This design comes from an exercise in tuning for small area on the open sky130 flow, not from production work.
Function was checked by simulation only, so behaviour that the tests miss may differ from the original.

==> inputs of 12-01 <==
==> flow/design.v <==
package blinker_pkg;
  function automatic integer len_w(input integer pat_w);
    len_w = $clog2(pat_w) + 1;
  endfunction
endpackage
module blink_channel
#(
  parameter int PAT_W   = 32,
  parameter int PRESC_W = 20
) (
  input  logic               clk_i,
  input  logic               rst_i,
  input  logic               en_i,
  input  logic               cfg_we_i,
  input  logic [PAT_W:0]     cfg_spat_i,
  input  logic               cfg_lnz_i,
  input  logic [PRESC_W-1:0] cfg_presc_i,
  input  logic               cfg_oneshot_i,
  output logic               out_o,
  output logic               done_o,
  output logic               pending_o
);
  logic               run_q;
  logic               armed_q;
  logic               done_q;
  logic               sh_v_q;
  logic               nx_lnz_q;
  logic               out_q;
  logic [PAT_W:0]     nx_pat_q;
  logic [PRESC_W-1:0] nx_presc_q;
  logic               nx_os_q;
  logic [PAT_W:1]     pat_q;
  logic [PRESC_W-1:0] presc_q;
  logic               os_q;
  logic [PRESC_W-1:0] cnt_q;
  logic [PAT_W:0]     nx_pat_d;
  logic [PRESC_W-1:0] nx_presc_d;
  logic               nx_os_d;
  logic               nx_lnz_d;
  logic [PRESC_W-1:0] cnt_inc;
  logic               bit_last;
  logic               pat_last;
  logic               wrap;
  logic               load;
  logic               run_d;
  logic [PAT_W:0]     pat_d;
  assign nx_pat_d   = (cfg_spat_i    & {(PAT_W+1){cfg_we_i}}) | (nx_pat_q   & {(PAT_W+1){~cfg_we_i}});
  assign nx_presc_d = (cfg_presc_i   & {PRESC_W{cfg_we_i}})   | (nx_presc_q & {PRESC_W{~cfg_we_i}});
  assign nx_os_d    = (cfg_oneshot_i & cfg_we_i)              | (nx_os_q    & ~cfg_we_i);
  assign nx_lnz_d   = (cfg_lnz_i     & cfg_we_i)              | (nx_lnz_q   & ~cfg_we_i);
  assign cnt_inc  = cnt_q + PRESC_W'(1);
  assign bit_last = (cnt_inc == presc_q);
  assign pat_last = (pat_q[PAT_W:2] == '0);
  assign wrap  = run_q & (~en_i | (bit_last & pat_last));
  assign load  = ~run_q | wrap;
  assign run_d = run_q ? (~wrap | (en_i & ~os_q & nx_lnz_d))
                       : (en_i & armed_q & ~cfg_we_i & nx_lnz_d);
  assign pat_d = load ? nx_pat_d : (bit_last ? {1'b0, pat_q} : {pat_q, out_q});
  always_ff @(posedge clk_i or posedge rst_i) begin
    if (rst_i) begin
      run_q    <= 1'b0;
      armed_q  <= 1'b1;
      out_q    <= 1'b0;
      done_q   <= 1'b0;
      sh_v_q   <= 1'b0;
      nx_lnz_q <= 1'b0;
    end else begin
      run_q    <= run_d;
      out_q    <= run_d & pat_d[0];
      done_q   <= wrap & en_i & os_q;
      armed_q  <= ~en_i | (armed_q & ~(wrap & os_q));
      sh_v_q   <= run_q & ~wrap & (sh_v_q | cfg_we_i);
      nx_lnz_q <= nx_lnz_d;
    end
  end
  always_ff @(posedge clk_i) begin
    nx_pat_q   <= nx_pat_d;
    nx_presc_q <= nx_presc_d;
    nx_os_q    <= nx_os_d;
    pat_q      <= pat_d[PAT_W:1];
    if (load) begin
      presc_q <= nx_presc_d;
      os_q    <= nx_os_d;
    end
    cnt_q <= (~run_q | ~en_i | bit_last) ? '0 : cnt_inc;
  end
  assign out_o     = out_q;
  assign done_o    = done_q;
  assign pending_o = sh_v_q;
endmodule
module multi_pattern_blinker
#(
  parameter  int CHANNELS = 4,
  parameter  int PAT_W    = 32,
  parameter  int PRESC_W  = 20,
  localparam int CH_W     = (CHANNELS > 1) ? $clog2(CHANNELS) : 1,
  localparam int LEN_W    = blinker_pkg::len_w(PAT_W)
) (
  input  logic                i_clk,
  input  logic                i_rst,
  input  logic                i_cfg_valid,
  output logic                o_cfg_ready,
  input  logic [CH_W-1:0]     i_cfg_ch,
  input  logic [PAT_W-1:0]    i_cfg_pattern,
  input  logic [LEN_W-1:0]    i_cfg_len,
  input  logic [PRESC_W-1:0]  i_cfg_prescale,
  input  logic                i_cfg_oneshot,
  input  logic [CHANNELS-1:0] i_en,
  output logic [CHANNELS-1:0] o_out,
  output logic [CHANNELS-1:0] o_done
);
  logic [CHANNELS-1:0] cfg_we;
  logic [CHANNELS-1:0] pending;
  logic [LEN_W-1:0]    cfg_len_cl;
  logic                cfg_lnz;
  logic [PAT_W:0]      cfg_spat;
  logic [PRESC_W-1:0]  cfg_presc;
  always_comb begin
    o_cfg_ready = 1'b1;
    for (int c = 0; c < CHANNELS; c++) begin
      if ((i_cfg_ch == CH_W'(c)) && pending[c]) begin
        o_cfg_ready = 1'b0;
      end
    end
  end
  assign cfg_len_cl = (i_cfg_len > LEN_W'(PAT_W)) ? LEN_W'(PAT_W) : i_cfg_len;
  assign cfg_lnz    = (i_cfg_len != '0);
  always_comb begin
    for (int i = 0; i < PAT_W; i++) begin
      cfg_spat[i] = (LEN_W'(i) < cfg_len_cl) ? i_cfg_pattern[i] : (cfg_len_cl == LEN_W'(i));
    end
    cfg_spat[PAT_W] = (cfg_len_cl == LEN_W'(PAT_W));
  end
  assign cfg_presc  = {i_cfg_prescale[PRESC_W-1:1], i_cfg_prescale[0] | (i_cfg_prescale == '0)};
  for (genvar c = 0; c < CHANNELS; c++) begin : g_ch
    assign cfg_we[c] = i_cfg_valid & o_cfg_ready & (i_cfg_ch == CH_W'(c));
    blink_channel #(
      .PAT_W   (PAT_W),
      .PRESC_W (PRESC_W)
    ) u_ch (
      .clk_i          (i_clk),
      .rst_i          (i_rst),
      .en_i           (i_en[c]),
      .cfg_we_i       (cfg_we[c]),
      .cfg_spat_i     (cfg_spat),
      .cfg_lnz_i      (cfg_lnz),
      .cfg_presc_i    (cfg_presc),
      .cfg_oneshot_i  (i_cfg_oneshot),
      .out_o          (o_out[c]),
      .done_o         (o_done[c]),
      .pending_o      (pending[c])
    );
  end
endmodule
==> flow/flow/run.sh <==
#!/bin/bash
# Own flow: the standard layout (standard.sh) with these changes:
#  - Yosys's abc maps the combinational logic with an area-oriented script
#    (flow/abc_amap.script) instead of ORFS's default one;
#  - ORFS's adder extraction/mapping step is skipped (ADDER_MAP_FILE empty), so abc sees
#    the counters as plain logic;
#  - the port buffers are buf_1 cells.
# Registers, their names and cell types are untouched: dfflibmap and every other synthesis
# step are the standard ones (synth_recipe.tcl is sourced unchanged).
# Logs: flow_make.log (make's output) and ORFS's per-step logs under orfs/logs/.
set -euo pipefail
W=$(pwd)

cat > "$W/flow_synth.tcl" <<EOT
proc abc {args} {
  set i [lsearch -exact \$args -script]
  if { \$i >= 0 } { lset args [expr { \$i + 1 }] $W/flow/abc_amap.script }
  yosys abc {*}\$args
}
source $W/synth_recipe.tcl
EOT

sed "s#SYNTH_SCRIPT=[^ ]*#SYNTH_SCRIPT=$W/flow_synth.tcl#" standard.sh > "$W/flow_standard.sh"
grep -q "SYNTH_SCRIPT=$W/flow_synth.tcl" "$W/flow_standard.sh"

bash "$W/flow_standard.sh" BUFFER_PORTS_ARGS="-buffer_cell sky130_fd_sc_hd__buf_1" ADDER_MAP_FILE= finish \
  > "$W/flow_make.log" 2>&1
==> flow/flow/abc_amap.script <==
strash
dc2
strash
dch -f
amap
strash
dch -f
amap
topo
stime -c
==> flow/standard.sh <==
#!/bin/bash
# synth_recipe.tcl (not shown) runs the flow's synth.tcl, then flattens the netlist and writes it again
# the make line also repeats each setting of config.mk as NAME=value (left out here)
make -C /OpenROAD-flow-scripts/flow DESIGN_CONFIG=/design/flow/config.mk WORK_HOME=/design/flow/orfs CLKGATE_MAP_FILE= SYNTH_SCRIPT=/design/flow/synth_recipe.tcl "${@:-finish}"
==> flow/config.mk <==
export PLATFORM = sky130hd
export DESIGN_NAME = multi_pattern_blinker
export DESIGN_NICKNAME = multi_pattern_blinker
export VERILOG_FILES = /design/flow/design.v
export SDC_FILE = /design/flow/constraint.sdc
export NUM_CORES = 4
export LEC_CHECK = 0
export CAP_MARGIN = 0
export CORE_MARGIN = 2
export CORE_UTILIZATION = 60
export CTS_BUF_LIST = sky130_fd_sc_hd__clkbuf_16
export CTS_CLUSTER_DIAMETER = 150
export CTS_CLUSTER_SIZE = 30
export SLEW_MARGIN = 0
==> flow/constraint.sdc <==
create_clock -name core_clock -period 10.0 [get_ports {i_clk}]
set_input_delay 2.0000 -clock core_clock [delete_from_list [all_inputs] [get_ports {i_clk}]]
set_output_delay 2.0000 -clock core_clock [all_outputs]
set_load 0.01 [all_outputs]
==> 09-08: changes against 12-01 <==
==> flow/design.v (replaced) <==
package blinker_pkg;
  function automatic integer len_w(input integer pat_w);
    len_w = $clog2(pat_w) + 1;
  endfunction
endpackage
module blink_channel
#(
  parameter int PAT_W   = 32,
  parameter int PRESC_W = 20,
  parameter int IDX_W   = $clog2(PAT_W)
) (
  input  logic               clk_i,
  input  logic               rst_i,
  input  logic               en_i,
  input  logic               cfg_we_i,
  input  logic [PAT_W-1:0]   cfg_pattern_i,
  input  logic               cfg_lnz_i,
  input  logic [IDX_W-1:0]   cfg_lm1_i,
  input  logic [PRESC_W-1:0] cfg_presc_i,
  input  logic               cfg_oneshot_i,
  output logic               out_o,
  output logic               done_o,
  output logic               pending_o
);
  logic               run_q;
  logic               armed_q;
  logic               done_q;
  logic               sh_v_q;
  logic               nx_lnz_q;
  logic               out_q;
  logic [PAT_W-1:0]   nx_pat_q;
  logic [IDX_W-1:0]   nx_lm1_q;
  logic [PRESC_W-1:0] nx_presc_q;
  logic               nx_os_q;
  logic [PAT_W-1:1]   pat_q;
  logic [IDX_W-1:0]   rem_q;
  logic [PRESC_W-1:0] presc_q;
  logic               os_q;
  logic [PRESC_W-1:0] cnt_q;
  logic [PAT_W-1:0]   nx_pat_d;
  logic [IDX_W-1:0]   nx_lm1_d;
  logic [PRESC_W-1:0] nx_presc_d;
  logic               nx_os_d;
  logic               nx_lnz_d;
  logic [PRESC_W-1:0] cnt_inc;
  logic               bit_last;
  logic               pat_last;
  logic               wrap;
  logic               load;
  logic               run_d;
  logic [PAT_W-1:0]   pat_d;
  assign nx_pat_d   = (cfg_pattern_i & {PAT_W{cfg_we_i}})   | (nx_pat_q   & {PAT_W{~cfg_we_i}});
  assign nx_lm1_d   = (cfg_lm1_i     & {IDX_W{cfg_we_i}})   | (nx_lm1_q   & {IDX_W{~cfg_we_i}});
  assign nx_presc_d = (cfg_presc_i   & {PRESC_W{cfg_we_i}}) | (nx_presc_q & {PRESC_W{~cfg_we_i}});
  assign nx_os_d    = (cfg_oneshot_i & cfg_we_i)            | (nx_os_q    & ~cfg_we_i);
  assign nx_lnz_d   = (cfg_lnz_i     & cfg_we_i)            | (nx_lnz_q   & ~cfg_we_i);
  assign cnt_inc  = cnt_q + PRESC_W'(1);
  assign bit_last = (cnt_inc == presc_q);
  assign pat_last = (rem_q == '0);
  assign wrap  = run_q & (~en_i | (bit_last & pat_last));
  assign load  = ~run_q | wrap;
  assign run_d = run_q ? (~wrap | (en_i & ~os_q & nx_lnz_d))
                       : (en_i & armed_q & ~cfg_we_i & nx_lnz_d);
  assign pat_d = load ? nx_pat_d : (bit_last ? {1'b0, pat_q[PAT_W-1:1]} : {pat_q, out_q});
  always_ff @(posedge clk_i or posedge rst_i) begin
    if (rst_i) begin
      run_q    <= 1'b0;
      armed_q  <= 1'b1;
      out_q    <= 1'b0;
      done_q   <= 1'b0;
      sh_v_q   <= 1'b0;
      nx_lnz_q <= 1'b0;
    end else begin
      run_q    <= run_d;
      out_q    <= run_d & pat_d[0];
      done_q   <= wrap & en_i & os_q;
      armed_q  <= ~en_i | (armed_q & ~(wrap & os_q));
      sh_v_q   <= run_q & ~wrap & (sh_v_q | cfg_we_i);
      nx_lnz_q <= nx_lnz_d;
    end
  end
  always_ff @(posedge clk_i) begin
    nx_pat_q   <= nx_pat_d;
    nx_lm1_q   <= nx_lm1_d;
    nx_presc_q <= nx_presc_d;
    nx_os_q    <= nx_os_d;
    pat_q      <= pat_d[PAT_W-1:1];
    if (load) begin
      rem_q   <= nx_lm1_d;
      presc_q <= nx_presc_d;
      os_q    <= nx_os_d;
    end else if (bit_last) begin
      rem_q   <= rem_q - IDX_W'(1);
    end
    cnt_q <= (~run_q | ~en_i | bit_last) ? '0 : cnt_inc;
  end
  assign out_o     = out_q;
  assign done_o    = done_q;
  assign pending_o = sh_v_q;
endmodule
module multi_pattern_blinker
#(
  parameter  int CHANNELS = 4,
  parameter  int PAT_W    = 32,
  parameter  int PRESC_W  = 20,
  localparam int CH_W     = (CHANNELS > 1) ? $clog2(CHANNELS) : 1,
  localparam int LEN_W    = blinker_pkg::len_w(PAT_W),
  localparam int IDX_W    = $clog2(PAT_W)
) (
  input  logic                i_clk,
  input  logic                i_rst,
  input  logic                i_cfg_valid,
  output logic                o_cfg_ready,
  input  logic [CH_W-1:0]     i_cfg_ch,
  input  logic [PAT_W-1:0]    i_cfg_pattern,
  input  logic [LEN_W-1:0]    i_cfg_len,
  input  logic [PRESC_W-1:0]  i_cfg_prescale,
  input  logic                i_cfg_oneshot,
  input  logic [CHANNELS-1:0] i_en,
  output logic [CHANNELS-1:0] o_out,
  output logic [CHANNELS-1:0] o_done
);
  logic [CHANNELS-1:0] cfg_we;
  logic [CHANNELS-1:0] pending;
  logic                cfg_lnz;
  logic [IDX_W-1:0]    cfg_lm1;
  logic [PRESC_W-1:0]  cfg_presc;
  always_comb begin
    o_cfg_ready = 1'b1;
    for (int c = 0; c < CHANNELS; c++) begin
      if ((i_cfg_ch == CH_W'(c)) && pending[c]) begin
        o_cfg_ready = 1'b0;
      end
    end
  end
  assign cfg_lnz   = (i_cfg_len != '0);
  assign cfg_lm1   = (i_cfg_len >= LEN_W'(PAT_W)) ? IDX_W'(PAT_W - 1) : IDX_W'(i_cfg_len - LEN_W'(1));
  assign cfg_presc = {i_cfg_prescale[PRESC_W-1:1], i_cfg_prescale[0] | (i_cfg_prescale == '0)};
  for (genvar c = 0; c < CHANNELS; c++) begin : g_ch
    assign cfg_we[c] = i_cfg_valid & o_cfg_ready & (i_cfg_ch == CH_W'(c));
    blink_channel #(
      .PAT_W   (PAT_W),
      .PRESC_W (PRESC_W),
      .IDX_W   (IDX_W)
    ) u_ch (
      .clk_i          (i_clk),
      .rst_i          (i_rst),
      .en_i           (i_en[c]),
      .cfg_we_i       (cfg_we[c]),
      .cfg_pattern_i  (i_cfg_pattern),
      .cfg_lnz_i      (cfg_lnz),
      .cfg_lm1_i      (cfg_lm1),
      .cfg_presc_i    (cfg_presc),
      .cfg_oneshot_i  (i_cfg_oneshot),
      .out_o          (o_out[c]),
      .done_o         (o_done[c]),
      .pending_o      (pending[c])
    );
  end
endmodule
==> flow/run.sh (new file) <==
#!/bin/bash
# synth_recipe.tcl (not shown) runs the flow's synth.tcl, then flattens the netlist and writes it again
# the make line also repeats each setting of config.mk as NAME=value (left out here)
make -C /OpenROAD-flow-scripts/flow DESIGN_CONFIG=/design/flow/config.mk WORK_HOME=/design/flow/orfs CLKGATE_MAP_FILE= SYNTH_SCRIPT=/design/flow/synth_recipe.tcl finish
- CAP_MARGIN: 0 -> 20
- SLEW_MARGIN: 0 -> 20
removed: flow/flow/run.sh
removed: flow/flow/abc_amap.script
removed: flow/standard.sh
==> 05-27: changes against 12-01 <==
--- a/flow/design.v
+++ b/flow/design.v
@@ -20,6 +20,8 @@
   output logic               done_o,
   output logic               pending_o
 );
+  localparam logic [PAT_W:0] NX_INV  = {((PAT_W+2)/2){2'b01}} & {(PAT_W+1){1'b1}};
+  localparam logic [PAT_W:0] PAT_INV = {((PAT_W+2)/2){2'b10}} & {(PAT_W+1){1'b1}};
   logic               run_q;
   logic               armed_q;
   logic               done_q;
@@ -33,6 +35,8 @@
   logic [PRESC_W-1:0] presc_q;
   logic               os_q;
   logic [PRESC_W-1:0] cnt_q;
+  logic [PAT_W:0]     nx_pat;
+  logic [PAT_W:1]     pat;
   logic [PAT_W:0]     nx_pat_d;
   logic [PRESC_W-1:0] nx_presc_d;
   logic               nx_os_d;
@@ -44,18 +48,20 @@
   logic               load;
   logic               run_d;
   logic [PAT_W:0]     pat_d;
-  assign nx_pat_d   = (cfg_spat_i    & {(PAT_W+1){cfg_we_i}}) | (nx_pat_q   & {(PAT_W+1){~cfg_we_i}});
+  assign nx_pat     = nx_pat_q ^ NX_INV;
+  assign pat        = pat_q ^ PAT_INV[PAT_W:1];
+  assign nx_pat_d   = (cfg_spat_i    & {(PAT_W+1){cfg_we_i}}) | (nx_pat     & {(PAT_W+1){~cfg_we_i}});
   assign nx_presc_d = (cfg_presc_i   & {PRESC_W{cfg_we_i}})   | (nx_presc_q & {PRESC_W{~cfg_we_i}});
   assign nx_os_d    = (cfg_oneshot_i & cfg_we_i)              | (nx_os_q    & ~cfg_we_i);
   assign nx_lnz_d   = (cfg_lnz_i     & cfg_we_i)              | (nx_lnz_q   & ~cfg_we_i);
   assign cnt_inc  = cnt_q + PRESC_W'(1);
   assign bit_last = (cnt_inc == presc_q);
-  assign pat_last = (pat_q[PAT_W:2] == '0);
+  assign pat_last = (pat[PAT_W:2] == '0);
   assign wrap  = run_q & (~en_i | (bit_last & pat_last));
   assign load  = ~run_q | wrap;
   assign run_d = run_q ? (~wrap | (en_i & ~os_q & nx_lnz_d))
                        : (en_i & armed_q & ~cfg_we_i & nx_lnz_d);
-  assign pat_d = load ? nx_pat_d : (bit_last ? {1'b0, pat_q} : {pat_q, out_q});
+  assign pat_d = load ? nx_pat_d : {1'b0, pat};
   always_ff @(posedge clk_i or posedge rst_i) begin
     if (rst_i) begin
       run_q    <= 1'b0;
@@ -66,7 +72,7 @@
       nx_lnz_q <= 1'b0;
     end else begin
       run_q    <= run_d;
-      out_q    <= run_d & pat_d[0];
+      out_q    <= run_d & ((load | bit_last) ? pat_d[0] : out_q);
       done_q   <= wrap & en_i & os_q;
       armed_q  <= ~en_i | (armed_q & ~(wrap & os_q));
       sh_v_q   <= run_q & ~wrap & (sh_v_q | cfg_we_i);
@@ -74,10 +80,12 @@
     end
   end
   always_ff @(posedge clk_i) begin
-    nx_pat_q   <= nx_pat_d;
+    nx_pat_q   <= nx_pat_d ^ NX_INV;
     nx_presc_q <= nx_presc_d;
     nx_os_q    <= nx_os_d;
-    pat_q      <= pat_d[PAT_W:1];
+    if (load | bit_last) begin
+      pat_q <= pat_d[PAT_W:1] ^ PAT_INV[PAT_W:1];
+    end
     if (load) begin
       presc_q <= nx_presc_d;
       os_q    <= nx_os_d;
- CORE_UTILIZATION: 60 -> 70
- CTS_CLUSTER_DIAMETER: 150 -> 120
- CTS_CLUSTER_SIZE: 30 -> 32
==> flow_summary.toml <==
[run_status]
outcome = "finished clean"

[final_layout]
clock_buf_inv_share = 0.02883
nFlopsAndLatches = 532
synth_to_layout_area_growth_pct = 7.476

[drt]
dr_wl_cell_um = 19.80

[synth]
postSynthRegisterBits = 532
synth_cells = 1699

[clock_tree]
cts.reportedPaths.clkPinSlew_ns = 0.11
the above is filed under 05-27

==> flow_summary.toml <==
[final_layout]
nFlopsAndLatches = 532
clock_buf_inv_share = 0.02738
synth_to_layout_area_growth_pct = 7.738

[synth]
postSynthRegisterBits = 532
synth_cells = 1939

[run_status]
outcome = "finished clean"

[clock_tree]
cts.reportedPaths.clkPinSlew_ns = 0.11
the above is filed under 12-01

==> flow_summary.toml <==
[final_layout]
fillCellCount = 3058
synth_to_layout_area_growth_pct = 7.547
finish.utilization = 0.6520
nFlopsAndLatches = 564
clock_buf_inv_share = 0.02563

[drt]
dr_wl_cell_um = 19.93

[synth]
synth_cells = 1908
synthFlopType = "sky130_fd_sc_hd__dfxtp_1"
postSynthRegisterBits = 564

[run_status]
outcome = "finished clean"

[clock_tree]
post_cts_setup_driven_buffer_insertion_count = 0
cts.reportedPaths.clkPinSlew_ns = 0.12

[sta]
worst_skew_ns = 0.02581
the above is filed under 09-08

static timing again, ports no longer ideal:
How much do the figures lean on ideal ports? The routed layouts below were timed once more, with nothing changed but the port constraints.
Step 1 (the two cells are an assumption about what drives the block):
set clk [get_ports {i_clk}]
set_driving_cell -lib_cell sky130_fd_sc_hd__clkbuf_16 $clk
set_driving_cell -lib_cell sky130_fd_sc_hd__buf_2 [delete_from_list [all_inputs] $clk]
Step 2 moves the port delays by t, midway between the first and last clock arrival at a register: inputs arrive t later, outputs are due t later. That takes back most of the time a late clock gives input paths.
Slacks: ideal / step 1 / step 2; pairs: ideal / step 1.
run | t, ns | setup WS [ns] | worst hold slack (ns) | worst register clock-pin slew, ns | worst slew at a driven data input, ns
12-01 | 0.594 | 2.114 / 2.114 / 2.114 | 0.465 / 0.465 / 0.465 | 0.12 / 0.12 | 0.06
09-08 | 0.607 | 4.246 / 4.222 / 4.222 | 0.472 / 0.472 / 0.472 | 0.12 / 0.12 | 0.08
05-27 | 0.591 | 3.285 / 3.285 / 3.285 | 0.472 / 0.472 / 0.472 | 0.12 / 0.12 | 0.08
After both steps every run listed still meets setup and hold. The setup slack of 09-08, which loses most, moves by -0.024 ns with the drivers and by -0.024 ns with both steps.
